This is an optimization exercise on Yosys and OpenROAD, whose aim is small area, not a production implementation.
Only simulation tests tie the RTL to the original design; equivalence was not proved.
Power and IR drop assume default switching activity.

==> design/flow/design.v <==
`default_nettype none
package pa_pipe_pkg;
    localparam int DATA_W = 32;
    localparam int ADDR_W = 5;
    typedef logic [ADDR_W-1:0] reg_idx_t;
    typedef logic [DATA_W-1:0] word_t;
    localparam reg_idx_t REG_ZERO = '0;
endpackage
`default_nettype wire
`default_nettype none
module pa_rf_aoi3 (
    input  logic [2:0] s,
    input  logic [2:0] d,
    output logic       y
);
    assign y = ~|(s & d);
endmodule
module pa_regfile_array #(
    parameter int NTERMS = 33
) (
    input  logic [NTERMS-1:0] sel,
    input  logic [NTERMS-1:0] data,
    output logic              y
);
    localparam int NG = NTERMS / 3;
    logic [NG-1:0] w_g_n;
    for (genvar g = 0; g < NG; g++) begin : g_grp
        pa_rf_aoi3 u_aoi (
            .s (sel[3*g +: 3]),
            .d (data[3*g +: 3]),
            .y (w_g_n[g])
        );
    end
    assign y = ~&w_g_n;
endmodule
`default_nettype wire
`default_nettype none
module pa_rf_scoreboard #(
    parameter int DATA_W = 32,
    parameter int ADDR_W = 5,
    parameter int NREGS  = 32
) (
    input  logic              clk,
    input  logic              rst_n,
    input  logic              issue_valid,
    output logic              issue_ready,
    input  logic [ADDR_W-1:0] issue_rs,
    input  logic [ADDR_W-1:0] issue_rt,
    input  logic [ADDR_W-1:0] issue_rd,
    input  logic              issue_wen,
    output logic              op_valid,
    output logic [DATA_W-1:0] rs_data,
    output logic [DATA_W-1:0] rt_data,
    output logic [ADDR_W-1:0] op_rd,
    input  logic              wb_valid,
    input  logic [ADDR_W-1:0] wb_rd,
    input  logic [DATA_W-1:0] wb_data,
    output logic [ADDR_W:0]   pending_cnt,
    output logic              wb_err
);
    localparam int NTERMS = NREGS + 1;    
    logic [DATA_W-1:0] r_regs [NREGS];
    logic [NREGS-1:0]  r_valid;
    logic [NREGS-1:0]  r_busy;
    logic [NREGS-1:0]  w_wb_clr;
    logic [NREGS-1:0]  w_iss_set;
    logic [NREGS-1:0]  w_busy_eff;
    logic [NREGS-1:0]  w_dec_a, w_dec_b;
    logic [NTERMS-1:0] w_sel_a, w_sel_b;
    logic              w_wb_active;
    logic              w_accept;
    logic              w_set_en;
    logic              w_clr_busy;
    logic              w_byp_a, w_byp_b;
    logic [DATA_W-1:0] w_rd_a, w_rd_b;
    logic              r_op_valid;
    logic [DATA_W-1:0] r_rs_data;
    logic [DATA_W-1:0] r_rt_data;
    logic [ADDR_W-1:0] r_op_rd;
    logic [ADDR_W:0]   r_pending_cnt;
    logic              r_wb_err;
    assign w_wb_active = wb_valid && (wb_rd != '0);
    always_comb begin
        for (int i = 0; i < NREGS; i++) begin
            w_wb_clr[i] = w_wb_active && (wb_rd == ADDR_W'(i));
            w_dec_a[i]  = (issue_rs == ADDR_W'(i));
            w_dec_b[i]  = (issue_rt == ADDR_W'(i));
        end
    end
    assign w_busy_eff  = r_busy & ~w_wb_clr;
    assign issue_ready = ~w_busy_eff[issue_rs] & ~w_busy_eff[issue_rt]
                       & ~(issue_wen & w_busy_eff[issue_rd]);
    assign w_accept    = issue_valid & issue_ready;
    assign w_set_en    = w_accept & issue_wen & (issue_rd != '0);
    assign w_iss_set   = w_set_en ? (NREGS'(1) << issue_rd) : '0;
    assign w_clr_busy  = w_wb_active & r_busy[wb_rd];
    always_ff @(posedge clk or negedge rst_n) begin
        if (!rst_n) begin
            r_valid <= '0;
        end else begin
            r_valid <= r_valid | {w_wb_clr[NREGS-1:1], 1'b0};
        end
    end
    for (genvar i = 1; i < NREGS; i++) begin : g_word
        always_ff @(posedge clk) begin
            if (w_wb_clr[i]) begin
                r_regs[i] <= wb_data;
            end
        end
    end
    assign w_byp_a = w_wb_active && (wb_rd == issue_rs);
    assign w_byp_b = w_wb_active && (wb_rd == issue_rt);
    assign w_sel_a = {(w_accept && !w_byp_a) ? (w_dec_a[NREGS-1:1] & r_valid[NREGS-1:1]) : '0,
                      w_accept && w_byp_a, !w_accept};
    assign w_sel_b = {(w_accept && !w_byp_b) ? (w_dec_b[NREGS-1:1] & r_valid[NREGS-1:1]) : '0,
                      w_accept && w_byp_b, !w_accept};
    for (genvar j = 0; j < DATA_W; j++) begin : g_bit
        logic [NTERMS-1:0] w_col_a, w_col_b;
        assign w_col_a[1:0] = {wb_data[j], r_rs_data[j]};
        assign w_col_b[1:0] = {wb_data[j], r_rt_data[j]};
        for (genvar i = 1; i < NREGS; i++) begin : g_reg
            assign w_col_a[i+1] = r_regs[i][j];
            assign w_col_b[i+1] = r_regs[i][j];
        end
        pa_regfile_array #(.NTERMS(NTERMS)) u_rd_a (.sel(w_sel_a), .data(w_col_a), .y(w_rd_a[j]));
        pa_regfile_array #(.NTERMS(NTERMS)) u_rd_b (.sel(w_sel_b), .data(w_col_b), .y(w_rd_b[j]));
    end
    always_ff @(posedge clk or negedge rst_n) begin
        if (!rst_n) begin
            r_busy        <= '0;
            r_pending_cnt <= '0;
            r_wb_err      <= 1'b0;
        end else begin
            r_busy <= (r_busy & ~w_wb_clr) | w_iss_set;
            case ({w_set_en, w_clr_busy})
                2'b10:   r_pending_cnt <= r_pending_cnt + (ADDR_W+1)'(1);
                2'b01:   r_pending_cnt <= r_pending_cnt - (ADDR_W+1)'(1);
                default: r_pending_cnt <= r_pending_cnt;
            endcase
            if (w_wb_active && !r_busy[wb_rd]) begin
                r_wb_err <= 1'b1;
            end
        end
    end
    always_ff @(posedge clk or negedge rst_n) begin
        if (!rst_n) begin
            r_op_valid <= 1'b0;
            r_rs_data  <= '0;
            r_rt_data  <= '0;
            r_op_rd    <= '0;
        end else begin
            r_op_valid <= w_accept;
            r_rs_data  <= w_rd_a;
            r_rt_data  <= w_rd_b;
            if (w_accept) begin
                r_op_rd <= issue_rd;
            end
        end
    end
    assign op_valid    = r_op_valid;
    assign rs_data     = r_rs_data;
    assign rt_data     = r_rt_data;
    assign op_rd       = r_op_rd;
    assign pending_cnt = r_pending_cnt;
    assign wb_err      = r_wb_err;
endmodule
`default_nettype wire
==> design/flow/run.sh <==
#!/bin/bash
# synth_recipe.tcl (not shown) runs the flow's synth.tcl, then flattens the netlist and writes it again
# the make line also repeats each setting of config.mk as NAME=value (left out here)
make -C /OpenROAD-flow-scripts/flow DESIGN_CONFIG=/design/flow/config.mk WORK_HOME=/design/flow/orfs CLKGATE_MAP_FILE= SYNTH_SCRIPT=/design/flow/synth_recipe.tcl finish
==> design/flow/config.mk <==
export PLATFORM = sky130hd
export DESIGN_NAME = pa_rf_scoreboard
export DESIGN_NICKNAME = pa_rf_scoreboard
export VERILOG_FILES = /design/flow/design.v
export SDC_FILE = /design/flow/constraint.sdc
export NUM_CORES = 4
export LEC_CHECK = 0
export CAP_MARGIN = 20
export CORE_MARGIN = 2
export CORE_UTILIZATION = 60
export SLEW_MARGIN = 20
export SYNTH_HIERARCHICAL = 1
export SYNTH_MINIMUM_KEEP_SIZE = 0
==> design/flow/constraint.sdc <==
create_clock -name core_clock -period 6.0 [get_ports {clk}]
set_input_delay 1.2000 -clock core_clock [delete_from_list [all_inputs] [get_ports {clk}]]
set_output_delay 1.2000 -clock core_clock [all_outputs]
set_load 0.01 [all_outputs]
==> out/results.tsv <==
stage	metric	value	unit
floorplanning	dieArea	78600	sq um
outcome	status	timing/DRC/antenna clean	
drt	via_count	37759	
drt	viasPerCell	8.41	
placement	gp_congestion	1.06	
final_layout	drive_gt1_share	24.3	%
clock_tree	cts_root_buf	clkbuf_16	
worst_setup_path	cp-start-kind	primary input	
sta	slew_headroom	19.8	%
drt	finalWirelength	183000	um
synth	yosysTopAreaCellShare	65.0	%
drt	dr.pass1.iters	17	
floorplanning	core_region_area	75800	sq um
clock_tree	cts_sinks	1132	
clock_tree	clk_pin_slew_worst_paths	0.06	ns
floorplanning	die_h	280	um
worst_setup_path	ff2ff_setup_slack	1.06	ns
synth	ys_ff_latch	1132	
sta	post-route-period-util	98.5	%
drt	drtIter0Drc	10424	
worst_setup_path	critPathLaunch	wb_rd[0]	
worst_setup_path	critPathMaxFanout	6	
drt	wire_per_inst	40.8	um
sta	finalHoldViolCount	0	
worst_setup_path	crit_arrival	4.71	ns
power	p_seq_share	50.3	%
final_layout	final_cell_area	57700	sq um
placement	dpl_cell_area	53800	sq um
final_layout	fillCellCount	4422	
worst_setup_path	r2r_start	r_busy[23]$_DFF_PN0_	
grt	antenna_found_initial	11	
power	ir_worst_vdd	423	uV
power	pwr_density_cell	319	nW/um^2
power	power	18.4	mW
synth	synth_cells	2731	
synth	synth.most_common_cell	edfxtp_1	
floorplanning	die-width	280	um
floorplanning	initial_utilization	60.5	%
sta	finalSetupViolations	0	
synth	ys_top_cells_by_count	edfxtp_1 (992), a222oi_1 (704), dfrtp_1 (140), nand4_1 (134), nand2_1 (111)	
drt	final_antenna_net_count	0	
power	swShare	24.2	%
synth	synth_area_per_cell	16.8	sq um
grt	grt_max_degree	50	
grt	grt_overflow	0	
sta	rsz0062_at_grt	false	
sta	fin_setup_tns	0	ns
worst_setup_path	r2r_end	r_rt_data[22]$_DFF_PN0_	
placement	place_hpwl	121000	um
synth	synth_edf_count	992	
sta	report.final.slew_viol_count	0	
floorplanning	pin_count	135	
sta	worst_pin_slew	1.19	ns
grt	grt_usage	46.2	%
final_layout	num-nets-final	3468	
clock_tree	tritoncts	yes	
synth	synth_top_flop_cell	edfxtp_1	
clock_tree	ctsHoldBuffers	0	
synth	synth_area	45800	sq um
power	clkPwrFrac	39.7	%
clock_tree	cts_buffer_depth	3	
worst_setup_path	path_class	in2out	
synth	synthArstFlopShare	12.4	%
power	p_sw	4.47	mW
placement	placed_cells	4268	
grt	grt_pass1_wl	258000	um
grt	first_global_vias	36657	
power	combPwrFrac	10.0	%
clock_tree	htreeDepth	3	
final_layout	seqCellArea	33300	sq um
synth	ys.warnings.count	8	
sta	finalCriticalPeriod	5.91	ns
floorplanning	row_count	101	
power	p_int	14.0	mW
power	leakage	19.5	nW
sta	skew	0.0391	ns
worst_setup_path	end_kind	output pin	
worst_setup_path	crit_end	issue_ready	
synth	synth_area_leader_cell	edfxtp_1	
flow_run	max-cap-violations	0	
synth	synthTopCellsByArea	edfxtp_1 (65%), a222oi_1 (15%), dfrtp_1 (7.6%), nand4_1 (1.8%), nand3_1 (0.93%)	
worst_setup_path	cp_data_required_time	4.80	ns
final_layout	syn_to_final_growth	26.0	%
drt	drc	0	
clock_tree	clock_latency	0.70	ns
synth	synth_fp_nets	2791	
final_layout	instances_no_fill	4489	
synth	ys_types	71	
final_layout	multiInputGateArea	13100	sq um
placement	io_buffers	134	
synth	ys_seq_area_share	72.6	%
worst_setup_path	r2r_cells	15	
clock_tree	cts-buffers-inserted	111	
min_path	hp-class	in2async	
sta	clock.fmax	169	MHz
## final cells by class
cell class	count	area share, %
Tap cell	978	2.12
Clock inverter	54	1.33
Multi-Input combinational cell	1484	22.7
Clock buffer	156	5.33
Timing Repair Buffer	656	10.7
Antenna cell	6	0.0260
Inverter	23	0.150
Sequential cell	1132	57.7
## per-module statistics from Yosys (local to each module, per instance), a selection
module,copies in the design,flops+latches
pa_rf_scoreboard,1,1132
pa_rf_aoi3,704,0
## sequential cells by signal (all words and copies together) (netlist names)
signal and cells:
r_busy 32, r_op_rd 5, r_op_valid 1, r_pending_cnt 6, r_regs 992, r_rs_data 32, r_rt_data 32, r_valid 31
r_wb_err 1
## cell usage in the layout, fill, tap and decap left out, types with 10 or more instances in the layout
cell / count
or2_2: 34
xor2_1: 10
clkbuf_16: 113
mux4_2: 15
bufinv_16: 15
edfxtp_1: 992
dfrtp_1: 140
a222oi_1: 704
xnor2_1: 10
clkbuf_8: 10
clkinv_1: 11
nand2_1: 111
nand4_1: 134
nor2_4: 26
nand3_1: 85
buf_12: 70
or3_1: 67
nor2_1: 32
o21ai_0: 30
clkdlybuf4s50_1: 129
o31ai_1: 35
clkinv_2: 17
nor4_4: 60
inv_1: 15
clkbuf_1: 34
buf_4: 441
## power groups by stage
stage,registers [mW],logic [mW],clock network [mW]
after floorplan,9.24,0.787,0
after global placement,9.38,1.74,0
after detailed placement,9.40,1.76,0
after CTS,9.24,1.78,7.31
after global routing,9.27,1.91,7.61
final,9.27,1.83,7.31
## what timing repair did
action	CTS	global route
hold endpoints to repair	0	0
endpoints found under the setup margin	0	1
gates resized for setup	0	3
buffers inserted	0	0
## worst max-delay path: stages
cell	delay [ns]
clkdlybuf4s50_1	0.51
xor2_1	0.24
or2_1	0.25
or4_1	0.41
a311o_1	0.36
or4_1	0.44
a41oi_2	0.36
buf_4	0.17
nand3_1	0.14
inv_1	0.10
clkdlybuf4s50_1	0.54
## worst min-delay path by stage
stage,startpoint,end,slack [ns]
3_3_place_gp,r_pending_cnt[5]$_DFFE_PN0P_,r_pending_cnt[5]$_DFFE_PN0P_,0.46
5_1_grt,rst_n,r_pending_cnt[3]$_DFFE_PN0P_,0.47
6_report,rst_n,r_pending_cnt[3]$_DFFE_PN0P_,0.44
3_5_place_dp,r_wb_err$_DFFE_PN0P_,r_wb_err$_DFFE_PN0P_,0.48
4_1_cts,rst_n,r_busy[12]$_DFF_PN0_,0.46
2_1_floorplan,r_valid[24]$_DFF_PN0_,r_valid[24]$_DFF_PN0_,0.46
## logic make-up after synthesis
| family | share of synthesized area, % |
|---|---|
| DFF | 72.6 |
| AOI/OAI and AO/OA | 17.3 |
| and+or+nand+nor | 7.17 |
| buffers and inverters | 1.35 |
| muxes | 1.11 |
| xor gates and xnor gates | 0.382 |
| adders and majority gates | 0.0819 |
## layer usage
metal	track usage, %	share of wire [%]	up-vias
li1	-	-	14352
met1	59.4	32	18363
met2	67.1	43	4148
met3	18.1	18	884
met4	26.6	6.9	12
met5	0	0.062	-
## per-stage QoR
step / hold WS [ns] / worst slack, ns / util, %
after floorplan: 0.458 / 0.0258 / -
after global placement: 0.464 / -0.498 / 70.8
after detailed placement: 0.480 / -0.329 / 71.0
after CTS: 0.464 / 0.0356 / 76.0
after global routing: 0.470 / 0.00244 / 76.1
final: 0.442 / 0.0874 / 76.2

[port drivers added, routing unchanged]
The flow's constraints put no driver on any port. The routed layout listed below was extracted and timed again, unchanged, in two steps. Step 1 (the two cells are an assumption about what drives the block):
set clk [get_ports {clk}]
set_driving_cell -lib_cell sky130_fd_sc_hd__clkbuf_16 $clk
set_driving_cell -lib_cell sky130_fd_sc_hd__buf_2 [delete_from_list [all_inputs] $clk]
Step 2 times the ports against the registers' clock, not the clock port: input delays grow and output delays shrink by t, the midpoint of the rising clock arrivals with the driver on. Slacks: no drivers / after step 1 / after step 2; pairs: no drivers / after step 1.
t (ns): 0.748
slack for setup (ns): 0.087 / 0.058 / -0.593
worst register clock-pin slew, ns: 0.07 / 0.07
Met with ideal ports but missed after step 2: setup timing in this run. The setup slack of this run moves by -0.029 ns with the drivers and by -0.680 ns with both steps.
